Source: an optimization exercise on an open RTL-to-GDS flow (aim: small area, a short achievable clock period and few clock cycles per item). Production flows keep margins and buffers that such runs may drop. In this exercise RTL edits were held to simulation tests only and were not proved equivalent to the original.

==> flow/design.v <==
`default_nettype none
module ysyx_22050243_mdu_ctrl #(
    parameter int XLEN = 64
) (
    input  logic            clk,
    input  logic            rst,
    input  logic            flush,
    input  logic            in_valid,
    output logic            in_ready,
    input  logic [2:0]      mdu_op,
    input  logic            is_w,
    input  logic [XLEN-1:0] src1,
    input  logic [XLEN-1:0] src2,
    output logic            out_valid,
    input  logic            out_ready,
    output logic [XLEN-1:0] result
);
    localparam int ND = 4;              
    localparam int SH = 2 * ND;         
    localparam int FW = 66 + SH;        
    localparam int NM = 64 / SH;        
    localparam int NW = 32 / SH;        
    localparam logic [2:0] E_IDLE  = 3'd0;
    localparam logic [2:0] E_MUL   = 3'd1;
    localparam logic [2:0] E_MFIN  = 3'd2;
    localparam logic [2:0] E_MADD2 = 3'd3;
    localparam logic [2:0] E_MADDX = 3'd4;
    localparam logic [2:0] E_DP    = 3'd5;
    localparam logic [2:0] E_DIV   = 3'd6;
    localparam logic [2:0] E_DFIN  = 3'd7;
    logic [2:0]   r_st, w_nst;
    logic         r_inrdy, r_outv;
    logic [2:0]   r_op;
    logic         r_weff;   
    logic [65:0]  X;        
    logic [63:0]  Y;        
    logic [65:0]  H;        
    logic [65:0]  C;        
    logic [1:0]   r_cy;     
    logic [ND-1:0] r_one, r_two, r_neg;   
    logic         r_first;
    logic         r_corr;   
    logic [6:0]   r_cnt;
    logic [6:0]   r_ubA, r_lbB;   
    logic         r_sa, r_sb, r_skip;
    logic         f_mul, f_dp, f_div;
    logic         c_aH, c_bY, c_bX, c_bH, c_bC, c_bK, c_inv, c_ci, c_ciCy, c_fmtw, c_hld;
    function automatic logic [5:0] bitlen32(input logic [31:0] v);
        logic [3:0] gl [0:3];
        logic [5:0] bl;
        bl = '0;
        for (int g = 0; g < 4; g++) begin
            gl[g] = '0;
            for (int i = 0; i < 8; i++)
                if (v[8*g+i]) gl[g] = 4'(i + 1);
        end
        for (int g = 0; g < 4; g++)
            if (|v[8*g +: 8]) bl = 6'(8*g) + 6'(gl[g]);
        bitlen32 = bl;
    endfunction
    function automatic logic [6:0] sbitlen(input logic [63:0] x, input logic sg, input logic w);
        logic [63:0] v;
        logic [5:0]  hi, lo;
        v = x ^ {sg & x[63], x[63:1]};
        v[31] = w ? (x[31] & ~sg) : (x[31] ^ x[32]);
        hi = bitlen32(v[63:32]);
        lo = bitlen32(v[31:0]);
        sbitlen = (!w && |v[63:32]) ? 7'd32 + 7'(hi) : 7'(lo);
    endfunction
    function automatic logic [2*FW-1:0] csa(input logic [FW-1:0] a, input logic [FW-1:0] b,
                                            input logic [FW-1:0] c);
        logic [FW-1:0] s, m;
        s = a ^ b ^ c;
        m = (a & b) | (a & c) | (b & c);
        csa = {s, m[FW-2:0], 1'b0};
    endfunction
    function automatic logic [65:0] add66(input logic [65:0] a, input logic [65:0] b,
                                          input logic ci);
        logic [65:0] g, p, gg, pp, gn, pn;
        g  = a & b;
        p  = a ^ b;
        gg = g;
        pp = p;
        for (int k = 1; k < 66; k = k * 2) begin
            gn = gg;
            pn = pp;
            for (int i = k; i < 66; i++) begin
                gn[i] = gg[i] | (pp[i] & gg[i-k]);
                pn[i] = pp[i] & pp[i-k];
            end
            gg = gn;
            pp = pn;
        end
        add66[0] = p[0] ^ ci;
        for (int i = 1; i < 66; i++)
            add66[i] = p[i] ^ (gg[i-1] | (pp[i-1] & ci));
    endfunction
    localparam logic [FW-1:0] K_ROW = FW'((((1 << SH) - 1) - ((1 << SH) - 1) / 3)) << 65;
    localparam logic [FW-1:0] K_ONE = FW'(1) << 65;
    wire        w_mext = (r_op[2:1] == 2'b00) ? X[63] : 1'b0;
    wire [64:0] w_M    = {w_mext, X[63:0]};
    logic [FW-1:0] w_row [0:ND-1];
    always_comb begin
        for (int j = 0; j < ND; j++) begin
            logic [65:0] mag, pp;
            mag = ({66{r_one[j]}} & {w_M[64], w_M}) | ({66{r_two[j]}} & {w_M, 1'b0});
            pp  = mag ^ {66{r_neg[j]}};
            w_row[j] = FW'({~pp[65], pp[64:0]}) << (2 * j);
            if (j > 0) w_row[j][2*j-2] = r_neg[j-1];
        end
        w_row[0] = w_row[0] | K_ROW;
        w_row[1][1] = r_cy[1];
        if (ND > 2) w_row[2][0] = r_cy[0];
    end
    logic [FW-1:0] w_s, w_c, w_sin, w_cin;
    assign w_sin = r_first ? K_ONE : FW'(H);
    assign w_cin = FW'(C);
    generate
        if (ND == 4) begin : g_tree4
            logic [FW-1:0] a0, a1, a2, a3, b0, b1;
            always_comb begin
                {a0, a1} = csa(w_row[0], w_row[1], w_row[2]);
                {a2, a3} = csa(w_row[3], w_sin, w_cin);
                {b0, b1} = csa(a0, a1, a2);
                {w_s, w_c} = csa(b0, b1, a3);
            end
        end else begin : g_tree8
            logic [FW-1:0] a0, a1, a2, a3, a4, a5, b0, b1, b2, b3, c0, c1, d0, d1;
            always_comb begin
                {a0, a1} = csa(w_row[0], w_row[1], w_row[2]);
                {a2, a3} = csa(w_row[3], w_row[4], w_row[5]);
                {a4, a5} = csa(w_row[6], w_row[7], w_sin);
                {b0, b1} = csa(a0, a1, a2);
                {b2, b3} = csa(a3, a4, a5);
                {c0, c1} = csa(b0, b1, b2);
                {d0, d1} = csa(c0, c1, b3);
                {w_s, w_c} = csa(d0, d1, w_cin);
            end
        end
    endgenerate
    wire [SH+1:0] w_low = {2'b00, w_s[SH-1:0]} + {2'b00, w_c[SH-1:0]} +
                          ((SH+2)'(r_neg[ND-1]) << (SH - 2));
    wire       w_mlast  = (r_cnt[2:0] == (r_weff ? 3'(NW - 1) : 3'(NM - 1)));
    wire       w_mlast1 = (r_cnt[2:0] == (r_weff ? 3'(NW - 2) : 3'(NM - 2)));
    wire       w_op0    = (r_op == 3'd0);
    wire [63:0] w_mlo   = r_weff ? {{32{w_low[SH-1]}}, w_low[SH-1:0], Y[63:32+SH]}
                                 : {w_low[SH-1:0], Y[63:SH]};
    wire        w_isgn = ~mdu_op[0];
    wire        w_iw   = is_w & (mdu_op == 3'd0 | mdu_op[2]);
    wire        w_sgn  = ~r_op[0];
    wire [63:0] w_aext = !r_weff ? Y : {{32{w_sgn & Y[31]}}, Y[31:0]};
    wire [63:0] w_bext = !r_weff ? X[63:0] : {{32{w_sgn & X[31]}}, X[31:0]};
    wire [63:0] w_afmt = !r_weff ? Y : {{32{Y[31]}}, Y[31:0]};    
    wire        w_sa   = w_sgn & (r_weff ? Y[31] : Y[63]);
    wire        w_sb   = w_sgn & (r_weff ? X[31] : X[63]);
    wire [7:0]  w_d    = {1'b0, r_ubA} + {7'd0, w_sa} - {1'b0, r_lbB};
    wire        w_bz   = (w_bext == 64'd0);
    wire        w_dfin = w_bz | w_d[7];        
    wire        w_ng   = r_op[1] ? w_sa : (w_sa ^ w_sb);
    wire        w_skip = ~w_ng & (~r_weff | r_op[1:0] == 2'd2);   
    logic [65:0] w_pa, w_pb;
    always_comb begin
        w_pa = {66{c_aH}} & H;
        w_pb = ({66{f_dp}} & ({{2{w_sa}}, w_aext} ^ {66{w_sa}}))
             | ({66{c_bY}} & {2'b00, Y})
             | ({66{c_bX}} & X)
             | ({66{c_bH}} & {2'b00, H[63:0]})
             | ({66{c_bC}} & C)
             | {65'd0, c_bK};
        w_pb = w_pb ^ {66{c_inv}};
    end
    wire        w_pci  = c_ci | (c_ciCy & r_cy[0]) | (f_dp & w_sa);
    wire [65:0] w_psum = add66(w_pa, w_pb, w_pci);
    wire [63:0] w_pres = c_fmtw ? {{32{w_psum[31]}}, w_psum[31:0]} : w_psum[63:0];
    wire        w_q    = ~w_psum[65];
    wire    w_go   = ~r_outv | out_ready;               
    wire    w_acc  = in_valid & r_inrdy;
    logic [2:0] w_new;
    assign  w_new  = mdu_op[2] ? E_DP : E_MUL;
    wire    w_firstc = (r_st == E_DP) | ((r_st == E_MUL) & r_first);
    wire    w_stall  = w_firstc & ~w_go;
    logic w_final;    
    always_comb begin
        w_nst   = r_st;
        w_final = 1'b0;
        case (r_st)
            E_IDLE:  if (w_acc) w_nst = w_new;
            E_MUL: begin
                if (w_stall) ;
                else if (w_mlast) begin
                    if (w_op0) begin
                        w_final = 1'b1;
                        w_nst   = w_acc ? w_new : E_IDLE;
                    end else w_nst = E_MFIN;
                end
            end
            E_MFIN: begin
                if (r_cy[1])     w_nst = E_MADD2;
                else if (r_corr) w_nst = E_MADDX;
                else begin
                    w_final = 1'b1;
                    w_nst   = w_acc ? w_new : E_IDLE;
                end
            end
            E_MADD2: begin
                if (r_corr) w_nst = E_MADDX;
                else begin
                    w_final = 1'b1;
                    w_nst   = w_acc ? w_new : E_IDLE;
                end
            end
            E_MADDX: begin
                w_final = 1'b1;
                w_nst   = w_acc ? w_new : E_IDLE;
            end
            E_DP: begin
                if (w_stall) ;
                else if (w_dfin) begin
                    w_final = 1'b1;
                    w_nst   = E_IDLE;
                end else w_nst = E_DIV;
            end
            E_DIV: begin
                if (r_cnt == 7'd0) begin
                    if (r_skip) begin
                        w_final = 1'b1;
                        w_nst   = w_acc ? w_new : E_IDLE;
                    end else w_nst = E_DFIN;
                end
            end
            E_DFIN: begin
                w_final = 1'b1;
                w_nst   = w_acc ? w_new : E_IDLE;
            end
            default: w_nst = E_IDLE;
        endcase
        if (flush) w_nst = E_IDLE;
    end
    logic w_nrdy;
    always_comb begin
        case (w_nst)
            E_IDLE:  w_nrdy = 1'b1;
            E_MUL:   w_nrdy = (r_st == E_MUL) & ~w_stall & w_op0 & w_mlast1;
            E_MFIN:  w_nrdy = ~w_low[SH+1] & ~r_corr;
            E_MADD2: w_nrdy = ~r_corr;
            E_MADDX: w_nrdy = 1'b1;
            E_DIV:   w_nrdy = (r_st == E_DP) ? (w_d[6:0] == 7'd0) & w_skip
                                             : (r_cnt == 7'd1) & r_skip;
            E_DFIN:  w_nrdy = 1'b1;
            default: w_nrdy = 1'b0;
        endcase
        if (flush) w_nrdy = 1'b1;
    end
    always_ff @(posedge clk or posedge rst) begin
        if (rst) begin
            r_st    <= E_IDLE;
            r_inrdy <= 1'b1;
            r_outv  <= 1'b0;
        end else begin
            r_st    <= w_nst;
            r_inrdy <= w_nrdy;
            r_outv  <= ~flush & ((r_outv & ~out_ready) | w_final);
        end
    end
    always_ff @(posedge clk) begin
        logic ng;
        f_mul <= (w_nst == E_MUL);
        f_dp  <= (w_nst == E_DP);
        f_div <= (w_nst == E_DIV);
        ng = r_op[1] ? r_sa : (r_sa ^ r_sb);
        c_aH   <= (w_nst == E_DIV) | (w_nst == E_MADD2) | (w_nst == E_MADDX) | (w_nst == E_MFIN);
        c_bY   <= (w_nst == E_DFIN) & ~r_op[1];
        c_bX   <= (w_nst == E_DIV) | (w_nst == E_MADDX);
        c_bH   <= (w_nst == E_DFIN) & r_op[1];
        c_bC   <= (w_nst == E_MFIN);
        c_bK   <= (w_nst == E_MADD2);
        c_inv  <= (w_nst == E_DFIN) & ng;
        c_ci   <= ((w_nst == E_DFIN) & ng) | ((w_nst == E_DIV) & ((r_st == E_DP) ? ~w_sb : ~r_sb)) |
                  (w_nst == E_MADD2);
        c_ciCy <= (w_nst == E_MFIN);
        c_fmtw <= (w_nst == E_DFIN) & r_weff;
        c_hld  <= (w_nst == E_DFIN) | (w_nst == E_MFIN) | (w_nst == E_MADD2) | (w_nst == E_MADDX);
    end
    logic [SH:0]   w_nb;
    logic [ND-1:0] w_none, w_ntwo, w_nneg;
    always_comb begin
        if (r_inrdy)                           w_nb = {src1[SH-1:0], 1'b0};
        else if ((r_st == E_MUL) & ~w_stall)   w_nb = {Y[2*SH-1:SH], Y[SH-1]};
        else                                   w_nb = {Y[SH-1:0], 1'b0};
        for (int j = 0; j < ND; j++) begin
            logic yp, y0, y1;
            yp = w_nb[2*j];
            y0 = w_nb[2*j+1];
            y1 = w_nb[2*j+2];
            w_none[j] = y0 ^ yp;
            w_ntwo[j] = (y1 & ~y0 & ~yp) | (~y1 & y0 & yp);
            w_nneg[j] = y1 & ~(y0 & yp);
        end
    end
    wire w_mstep = f_mul & ~w_stall;    
    always_ff @(posedge clk) begin
        r_first <= (w_nst == E_MUL) & ((r_st != E_MUL) | w_stall | w_final);
        r_one   <= w_none;
        r_two   <= w_ntwo;
        r_neg   <= w_nneg;
        C       <= (w_mstep & ~(w_mlast & w_op0)) ? w_c[FW-1:SH] : 66'd0;
        r_cy    <= (w_mstep & ~(w_mlast & w_op0)) ? w_low[SH+1:SH] : 2'b00;
        if (w_mstep) begin
            H     <= w_mlast & w_op0 ? {2'b00, w_mlo} : w_s[FW-1:SH];
            Y     <= {w_low[SH-1:0], Y[63:SH]};
            r_cnt <= r_cnt + 7'd1;
            if (r_first) r_corr <= (r_op == 3'd3) & Y[63];
        end
        if (f_dp & ~w_stall) begin
            X      <= ({{2{w_sb}}, w_bext} << w_d[6:0]) ^ {66{~w_sb}};
            Y      <= '0;
            r_cnt  <= w_d[6:0];
            r_sa   <= w_sa;
            r_sb   <= w_sb;
            r_skip <= w_skip;
            if (w_bz)        H <= r_op[1] ? {2'b00, w_afmt} : {66{1'b1}};
            else if (w_d[7]) H <= r_op[1] ? {2'b00, w_afmt} : 66'd0;
            else             H <= {2'b00, w_psum[63:0]};
        end
        if (f_div) begin
            Y     <= {Y[62:0], w_q};
            X     <= {X[65], X[65:1]};
            r_cnt <= r_cnt - 7'd1;
        end
        if (c_hld | (f_div & w_q)) H <= {2'b00, w_pres};
        if (f_div & r_skip & (r_cnt == 7'd0) & ~r_op[1]) H <= {2'b00, Y[62:0], w_q};
        if ((w_nst == E_MUL) & ((r_st != E_MUL) | w_stall | w_final)) r_cnt <= '0;
        if (r_inrdy) begin
            X[63:0] <= src2;
            Y       <= src1;
            r_op    <= mdu_op;
            r_weff  <= w_iw;
            r_ubA   <= sbitlen(src1, w_isgn, w_iw);
            r_lbB   <= sbitlen(src2, w_isgn, w_iw);
        end
    end
    assign in_ready  = r_inrdy;
    assign out_valid = r_outv;
    assign result    = H[63:0];
endmodule
`default_nettype wire
==> flow/run.sh <==
#!/bin/bash
# synth_recipe.tcl (not shown) runs the flow's synth.tcl, then flattens the netlist and writes it again
# the make line also repeats each setting of config.mk as NAME=value (left out here)
make -C /OpenROAD-flow-scripts/flow DESIGN_CONFIG=/design/flow/config.mk WORK_HOME=/design/flow/orfs CLKGATE_MAP_FILE= SYNTH_SCRIPT=/design/flow/synth_recipe.tcl finish
==> flow/config.mk <==
export PLATFORM = sky130hd
export DESIGN_NAME = ysyx_22050243_mdu_ctrl
export DESIGN_NICKNAME = ysyx_22050243_mdu_ctrl
export VERILOG_FILES = /design/flow/design.v
export SDC_FILE = /design/flow/constraint.sdc
export NUM_CORES = 4
export LEC_CHECK = 0
export CAP_MARGIN = 20
export CORE_MARGIN = 2
export CORE_UTILIZATION = 45
export SETUP_SLACK_MARGIN = 5
export SLEW_MARGIN = 20
==> flow/constraint.sdc <==
create_clock -name core_clock -period 10.0 [get_ports {clk}]
set_input_delay 2.0000 -clock core_clock [delete_from_list [all_inputs] [get_ports {clk}]]
set_output_delay 2.0000 -clock core_clock [all_outputs]
set_load 0.01 [all_outputs]
==> summary.md, run 1 <==
| Metric | Value |
|---|---|
| Core area | `100,000 µm²` |
| Drt total wl | `229,000 µm` |
| Final-report hold violation count | `0` |
| Initial Util | `0.453` |
| TritonCTS clock tree | `built` |
| Clock Sinks | `~320` |
| FF-to-FF End | `H[54]` |
| Max_cap viols | `0` |
| Cells after synthesis | `between 5,000 and 6,000` |
| Unique masters post-synth | `95` |
| Met1 GRT Util | `0.536` |
| Synth Cell Area | `~45,000 µm²` |
| Hold_ws | `0.549 ns` |
| Period Utilization, post-route | `0.515` |
| Synth top area share | `0.143` |
| Worst Tran Pin Value | `roughly 1.2 ns` |
| Port Buf Inserts | `between 200 and 250` |
| R2R setup slack | `between 4 and 5 ns` |
| I/O pins | `203` |
| Yosys Warn Count | `6` |
| Vias/cell | `between 6 and 7` |
| CP Data Required Time | `~10 ns` |
| Crit-path cells | `buf_12 -> a22oi_2 -> xnor2_2 -> fa_1 -> inv_1 -> fa_1 -> fa_1 -> inv_2 -> fa_1 -> ha_4 -> inv_2 -> o21ai_2 -> xor2_1 -> buf_6 -> nand2_8 -> buf_4 -> nand3b_1 -> o211ai_1 -> o21ai_1 -> a211oi_2 -> a221oi_2` |
| FF+latch count, synth | `approximately 320` |
| Synth async-reset ratio | `0.0155` |
| Clock Pin Slew Worst Setup and Hold Paths | `around 0.060 ns` |
| Final core occ | `0.534` |
| CP dominant cell by count | `fa_1` |
| CTS buffer count | `43` |
| CP arrival | `approximately 5.6 ns` |
| Worst skew pair latency | `about 0.66 ns` |
| Total grt overflow | `0` |
| Total GRT Usage | `0.426` |
| Vias in the first global route | `around 45,000` |
| Wirelength per Cell | `32.0 µm` |
| Crit-path max cell delay | `0.54 ns` |
| Setup crit end kind | `flip-flop` |
| Syn Nets | `between 6,000 and 7,000` |
| Fin Setup TNS | `0 ns` |
| Global-route wire length before repair | `~320,000 µm` |
| Most used DFF post-synth | `edfxtp_1` |
| Worst-path fanout max | `8` |
| Drt drc | `0` |
| Register area share after synthesis | `0.191` |
| Hold wc startpoint | `r_cnt[6]` |
| First-pass detailed-route iteration total | `14` |
| Outcome | `no timing/DRC/antenna violations` |
| Cells taking the most area after synthesis | `edfxtp_1, fa_1, xnor2_1` |
| Commonest cells post-synth | `nand2_1, a21oi_1, inv_1, o21ai_0` |
| Die area | `about 100,000 µm²` |
| Final setup viols | `0` |
| CTS Root Cell | `clkbuf_16` |
| Slew headroom | `0.170` |
| Met2 GRT Util | `0.610` |
| Rows | `around 120` |
| DPL Wire Length | `around 160,000 µm` |
| DR vias | `a little under 50,000` |
| CTS Hold Bufs | `0` |
| Max Fclk | `194 MHz` |
| Hold Path Sink | `r_cnt[6]` |
| Post-layout minimum cycle time | `about 5 ns` |
| Chip width | `321 µm` |
| Slew Viols, Final | `0` |
| Routed Antenna Nets | `0` |
| Slowest stage cell, crit path | `fa_1` |
| DR iter-0 viols | `8,102` |
| Routability cong. | `1.04` |
| Yosys top cell by area | `edfxtp_1` |
| RR Startpoint | `X[1]` |
| Pin count of the biggest net entering global routing | `about 180` |
| Hold Path Stages | `2` |
| Area grow syn2layout | `17.8%` |
| Antenna violations before repair | `21` |
| Met3 track utilization from global routing | `0.148` |
| Post-synth EDFFs | `~220` |
| Worst path buffer plus inverter count | `6` |
| Most frequent cell after synthesis | `nand2_1` |
| Die Y | `roughly 320 µm` |
| HP Class | `flip-flop to flip-flop` |
| Kind of critical path | `flip-flop to flip-flop` |
| Fraction of layout cells with a size suffix above 1 | `0.140` |
| Busiest grt layer | `met2` |
| CP delay by family, top | `adder cells` |
| Clk buf depth | `3` |
| Mean Syn Cell Area | `approximately 7.9 µm²` |
| NumNets Final | `6,327` |
| Final Skew | `between 0.04 and 0.05 ns` |
| CTS H-tree lvls | `2` |
| RSZ-0062 raised after global routing | `true` |
| Reg2Reg Depth | `21` |
| Startpoint Class | `flip-flop` |
[cell families (layout without fill, tap and decap cells)]
logic type                 after synthesis  in the layout  share of synthesized area
and+or+nand+nor                       1548           1559                      0.161
adders and majority gates              374            374                      0.146
AOI/OAI and AO/OA                     1745           1746                      0.247
DFF                                    323            323                      0.191
xor gates and xnor gates               516            516                     0.0997
muxes                                  220            220                     0.0603
other                                    0             13                          0
buffers and inverters                 1045           1112                     0.0944
[final cells by class]
type	instances	area (µm²)
multi-input cells	4415	34200
flip-flops and latches	323	8730
clock inverters	20	159
repair inverters	1	8.76
diodes	13	32.5
repair buffers	564	5650
inverters	468	1790
well taps	1298	1620
clock buffers	59	1230
fillers	9432	46600
[per-stage QoR]
stage / setup slack (ns) / cells / area [µm²]
3_5_place_dp: 2.72 / 6860 / 48000
6_report: 4.85 / 7161 / 53400
5_1_grt: 4.83 / 7150 / 53400
3_3_place_gp: 2.85 / 6860 / 48000
2_1_floorplan: 5.00 / 5771 / 45400
4_1_cts: 4.91 / 7048 / 51400
[registers in the layout, summed over array words and instances (netlist names), 2 cells and up]
register and flops:
C 65, r_ubA 7, r_cy 2, r_one 4, r_two 4, r_st 3, H 66, r_neg 4
r_lbB 7, X 66, r_cnt 7, r_op 3, Y 64
[worst register-to-register path: cells and delay by family, from the launching register on]
kind,cells,cell delay (ns)
xor+xnor,2,0.30
fa+ha+maj,5,2.33
simple gates,2,0.24
flops,1,0.41
buf+inv,6,0.74
compound gates,6,0.96
[routing by layer]
| metal | vias to the layer above | share of wire |
|---|---|---|
| met4 | 16 | 0.087 |
| met3 | 1070 | 0.14 |
| li1 | 20500 | - |
| met5 | - | 0.0011 |
| met1 | 23400 | 0.36 |
| met2 | 3829 | 0.41 |
[layout by cell type (no fill, tap or decap), drive strengths merged, types with 28 or more instances in the layout]
cell,count
a22o,33
nor2b,33
o21a,39
xor2,179
clkbuf,66
o221ai,28
nand2b,79
nor2,373
dfxtp,102
o211ai,88
a211oi,53
edfxtp,216
nand3,97
a22oi,275
nand2,548
a21o,32
a21oi,470
clkdlybuf4s50,202
o21ai,424
fa,261
inv,469
mux2,53
a222oi,33
mux2i,130
a31oi,68
nand4,41
buf,351
mux4,37
and2,81
xnor2,337
and3,128
nor3,93
ha,113
a221oi,51
[timing repair]
action | 4_1_cts | 5_1_grt
resized for setup | 163 | 277
pin swaps | 57 | 126
buffers inserted | 92 | 86
endpoints found under the setup margin | 281 | 264
cloned | 17 | 9
[worst max path at each step]
stage / slack, ns / depth (start not counted) / end / from
2_1_floorplan: 5.00 / 22 / H[60] / r_neg[2]
3_3_place_gp: 2.85 / 21 / H[1] / r_weff
3_5_place_dp: 2.72 / 21 / H[5] / r_weff
4_1_cts: 4.91 / 13 / H[16] / out_ready
5_1_grt: 4.83 / 20 / H[39] / X[3]
6_report: 4.85 / 21 / H[54] / X[1]
Testbench counts, summed over its fixed seeds: cycles 20,626, ops 2,400.
==> inputs of run 2 (changes only) <==
--- a/flow/design.v
+++ b/flow/design.v
@@ -145,4 +145,4 @@
     wire       w_op0    = (r_op == 3'd0);
-    wire [63:0] w_mlo   = r_weff ? {{32{w_low[SH-1]}}, w_low[SH-1:0], Y[63:32+SH]}
-                                 : {w_low[SH-1:0], Y[63:SH]};
+    wire [63:0] w_mlo   = {w_low[SH-1:0], Y[63:SH]};
+    wire        w_op0d  = w_op0 & ~r_weff;    
     wire        w_isgn = ~mdu_op[0];
@@ -190,3 +190,3 @@
                 else if (w_mlast) begin
-                    if (w_op0) begin
+                    if (w_op0d) begin
                         w_final = 1'b1;
@@ -197,3 +197,6 @@
             E_MFIN: begin
-                if (r_cy[1])     w_nst = E_MADD2;
+                if (w_op0) begin
+                    w_final = 1'b1;
+                    w_nst   = w_acc ? w_new : E_IDLE;
+                end else if (r_cy[1]) w_nst = E_MADD2;
                 else if (r_corr) w_nst = E_MADDX;
@@ -242,4 +245,4 @@
             E_IDLE:  w_nrdy = 1'b1;
-            E_MUL:   w_nrdy = (r_st == E_MUL) & ~w_stall & w_op0 & w_mlast1;
-            E_MFIN:  w_nrdy = ~w_low[SH+1] & ~r_corr;
+            E_MUL:   w_nrdy = (r_st == E_MUL) & ~w_stall & w_op0d & w_mlast1;
+            E_MFIN:  w_nrdy = w_op0 | (~w_low[SH+1] & ~r_corr);
             E_MADD2: w_nrdy = ~r_corr;
@@ -305,6 +308,6 @@
         r_neg   <= w_nneg;
-        C       <= (w_mstep & ~(w_mlast & w_op0)) ? w_c[FW-1:SH] : 66'd0;
-        r_cy    <= (w_mstep & ~(w_mlast & w_op0)) ? w_low[SH+1:SH] : 2'b00;
+        C       <= (w_mstep & ~(w_mlast & w_op0d)) ? w_c[FW-1:SH] : 66'd0;
+        r_cy    <= (w_mstep & ~(w_mlast & w_op0d)) ? w_low[SH+1:SH] : 2'b00;
         if (w_mstep) begin
-            H     <= w_mlast & w_op0 ? {2'b00, w_mlo} : w_s[FW-1:SH];
+            H     <= w_mlast & w_op0d ? {2'b00, w_mlo} : w_s[FW-1:SH];
             Y     <= {w_low[SH-1:0], Y[63:SH]};
@@ -330,2 +333,3 @@
         if (c_hld | (f_div & w_q)) H <= {2'b00, w_pres};
+        if ((r_st == E_MFIN) & w_op0) H <= {2'b00, {32{Y[63]}}, Y[63:32]};
         if (f_div & r_skip & (r_cnt == 7'd0) & ~r_op[1]) H <= {2'b00, Y[62:0], w_q};
--- a/flow/config.mk
+++ b/flow/config.mk
@@ -9,3 +9,3 @@
 export CORE_MARGIN = 2
-export CORE_UTILIZATION = 45
+export CORE_UTILIZATION = 55
 export SETUP_SLACK_MARGIN = 5
==> run 2 against run 1 <==
Critical path depth did not move. Clock skew fell by 0.020 ns. Sequential cell count did not move. Global-route usage rose by 6.3 points. Sequential share of layout area rose by 0.43 points. Critical path type unchanged. Critical endpoint is now H[47].
==> summary.md, run 2 <==
| Metric | Value |
|---|---|
| Dpl ws | `2.82 ns (was 2.72 ns)` |
| Clock Pin Slew Worst Setup and Hold Paths | `0.06 ns (about the same)` |
| Total GRT Usage | `0.489 (was 0.426)` |
| Antenna violations before repair | `18 (was 21)` |
| CTS H-tree lvls | `2 (unchanged)` |
| CTS buffer count | `44 (was 43)` |
| Rows | `105 (was 116)` |
| Max Fclk | `195 MHz (was 194 MHz)` |
| Outcome | `no timing/DRC/antenna violations (unchanged)` |
| Drt drc | `0 (unchanged)` |
| Final WS setup | `4.87 ns (was 4.85 ns)` |
| Drt total wl | `218,000 µm (was 229,000 µm)` |
| Synth Cell Area | `45,500 µm² (was 45,300 µm²)` |
| Global-route wire length before repair | `310,000 µm (was 322,000 µm)` |
| Worst skew pair latency | `0.63 ns (was 0.66 ns)` |
| Area grow syn2layout | `14.2% (was 17.8%)` |
| Pin count of the biggest net entering global routing | `98 (was 184)` |
| DPL Wire Length | `152,000 µm (was 158,000 µm)` |
| Startpoint Class | `flip-flop (unchanged)` |
| Most frequent cell after synthesis | `nand2_1 (unchanged)` |
| Cells after synthesis | `5,810 (was 5,771)` |
| Die Y | `292 µm (was 321 µm)` |
| Clk buf depth | `3 (unchanged)` |
| Synth top area share | `0.143 (about the same)` |
| Final-report hold violation count | `0 (unchanged)` |
| First-pass detailed-route iteration total | `17 (was 14)` |
| DR vias | `48,600 (was 48,800)` |
| Mean Syn Cell Area | `7.83 µm² (was 7.85 µm²)` |
| Routed Antenna Nets | `0 (unchanged)` |
| Vias in the first global route | `45,400 (was 45,100)` |
| I/O pins | `203 (unchanged)` |
| Vias/cell | `7.07 (was 6.81)` |
| Cells taking the most area after synthesis | `edfxtp_1, fa_1, xnor2_1 (unchanged)` |
| Setup crit end kind | `flip-flop (unchanged)` |
| CP Data Required Time | `10.46 ns (was 10.45 ns)` |
| Design area | `52,000 µm² (was 53,400 µm²)` |
| Worst Tran Pin Value | `1.13 ns (was 1.24 ns)` |
| Slew headroom | `0.243 (was 0.170)` |
| Core area | `82,000 µm² (was 100,000 µm²)` |
| Routability cong. | `1.05 (was 1.04)` |
| Period Utilization, post-route | `0.513 (was 0.515)` |
| Yosys Warn Count | `6 (unchanged)` |
| Top flop regs | `H x66, X x66, C x65 (unchanged)` |
| CTS Root Cell | `clkbuf_16 (unchanged)` |
| DR iter-0 viols | `7,853 (was 8,102)` |
| Fraction of layout cells with a size suffix above 1 | `0.124 (was 0.140)` |
| HP Class | `flip-flop to flip-flop (unchanged)` |
| Commonest cells post-synth | `nand2_1, inv_1, a21oi_1, o21ai_0 (was nand2_1, a21oi_1, inv_1, o21ai_0)` |
| Clock Sinks | `323 (unchanged)` |
| Fin Setup TNS | `0 ns (unchanged)` |
| Yosys top cell by area | `edfxtp_1 (unchanged)` |
| Post-synth EDFFs | `216 (unchanged)` |
| Port Buf Inserts | `202 (unchanged)` |
| Syn Nets | `6,321 (was 6,282)` |
| Post-layout minimum cycle time | `5.13 ns (was 5.15 ns)` |
| Die area | `85,100 µm² (was 103,000 µm²)` |
| Register area share after synthesis | `0.190 (was 0.191)` |
| Final Skew | `0.0250 ns (was 0.0447 ns)` |
| DP Area | `47,600 µm² (was 48,000 µm²)` |
| Kind of critical path | `flip-flop to flip-flop (unchanged)` |
| Final setup viols | `0 (unchanged)` |
| Initial Util | `0.555 (was 0.453)` |
| Slew Viols, Final | `0 (unchanged)` |
| NumNets Final | `6,256 (was 6,327)` |
| Wirelength per Cell | `31.7 µm (was 32.0 µm)` |
| TritonCTS clock tree | `built (unchanged)` |
| Commonest non-fill, non-tap cell in the layout | `nand2_1 (unchanged)` |
| Total grt overflow | `0 (unchanged)` |
| CP arrival | `5.59 ns (was 5.61 ns)` |
| Most used DFF post-synth | `edfxtp_1 (unchanged)` |
| Unique masters post-synth | `104 (was 95)` |
| Synth async-reset ratio | `0.0155 (unchanged)` |
| Worst-path fanout max | `8 (unchanged)` |
| Chip width | `292 µm (was 321 µm)` |
| FF+latch count, synth | `323 (unchanged)` |
| Max_cap viols | `0 (unchanged)` |
| RSZ-0062 raised after global routing | `true (unchanged)` |
| Commonest cells after routing, fill and taps aside | `nand2_1, inv_1, a21oi_1 (unchanged)` |
==> run 2: metrics by stage <==
step / std cells / util / hold slack (ns)
2_1_floorplan: 5810 / - / 0.479
3_3_place_gp: 6634 / 0.581 / 0.494
3_5_place_dp: 6634 / 0.581 / 0.502
4_1_cts: 6786 / 0.616 / 0.515
5_1_grt: 6852 / 0.633 / 0.549
6_report: 6865 / 0.634 / 0.527
==> run 2: final cells by class <==
| class | instances | area, µm² |
|---|---|---|
| flip-flops and latches | 323 | 8720 |
| clock buffers | 63 | 1260 |
| repair buffers | 476 | 4670 |
| multi-input cells | 4423 | 33900 |
| diodes | 14 | 35.0 |
| well taps | 1070 | 1340 |
| inverters | 477 | 1790 |
| clock inverters | 19 | 209 |
| fillers | 7290 | 30000 |
==> run 2: worst paths after layout <==
check                          from       end  slack [ns]  cells after the start
min                        r_cnt[6]  r_cnt[6]        0.53                      2
min reg2reg                r_cnt[6]  r_cnt[6]        0.53                      2
max                          r_weff     H[47]        4.87                     21
max reg2reg                  r_weff     H[47]        4.87                     21
max in group asynchronous       rst   r_inrdy        8.07                      2
min in group asynchronous       rst   r_st[0]        1.63                      2
==> run 2: cells by family (layout without fill, tap and decap cells) <==
kind of cell / count (synthesis) / count (layout) / synth area share
xor gates and xnor gates: 506 / 506 / 0.0975
AOI/OAI and AO/OA: 1714 / 1714 / 0.245
buffers and inverters: 1070 / 1035 / 0.0965
DFF: 323 / 323 / 0.190
and+or+nand+nor: 1613 / 1619 / 0.166
other: 0 / 14 / 0
adders and majority gates: 374 / 374 / 0.146
muxes: 210 / 210 / 0.0590
==> run 2: routing by layer <==
layer / share of wire / up-vias / global-route usage
li1: - / 20300 / -
met1: 0.35 / 22800 / 0.615
met2: 0.40 / 4306 / 0.680
met3: 0.16 / 1132 / 0.206
met4: 0.087 / 18 / 0.329
met5: 0.0012 / - / 0.00794
==> run 2: worst max-delay path: stages, from the launching register on <==
cell       delay [ns]
edfxtp_1         0.44
buf_12           0.17
mux2i_4          0.18
or2_4            0.29
a21o_4           0.27
buf_12           0.17
a21oi_2          0.14
nand3_2          0.10
xor2_2           0.17
ha_1             0.36
nand4b_4         0.13
buf_12           0.17
o22ai_4          0.17
o2111ai_4        0.21
a31oi_4          0.30
a31oi_4          0.16
o31a_4           0.45
or3_1            0.33
nor2b_4          0.15
xnor2_4          0.28
a21oi_2          0.10
a211oi_2         0.20
==> run 2: repair_timing <==
action	in CTS	in global routing
gates cloned	6	7
hold buffers	0	0
setup endpoints to repair	276	200
pin swaps	37	64
resized for setup	149	210
buffers inserted	64	58
Testbench counts of run 2, summed over its fixed seeds: cycles 20,779, ops 2,400.

static timing again, ports no longer ideal:
How much do the figures lean on ideal ports? The routed layouts below were timed once more, with nothing changed but the port constraints.
Step 1 assumes that a clkbuf_16 drives the clock port and a buf_2 every other input.
Step 2, shift: input delay + t, output delay - t, t = (earliest + latest rising clock arrival at the registers) / 2. This alone moves slack from input paths to output paths.
Slacks: ideal / step 1 / step 2; pairs: ideal / step 1.
run | t, ns | setup WS [ns] | slew at the worst register clock pin (ns)
run 1 | 0.704 | 4.845 / 4.845 / 4.393 | 0.07 / 0.07
run 2 | 0.691 | 4.874 / 4.874 / 4.354 | 0.06 / 0.06
After both steps every run listed still meets setup and hold. For run 2, which loses most, drivers alone change the setup slack by 0.000 ns; drivers and shift together by -0.520 ns.
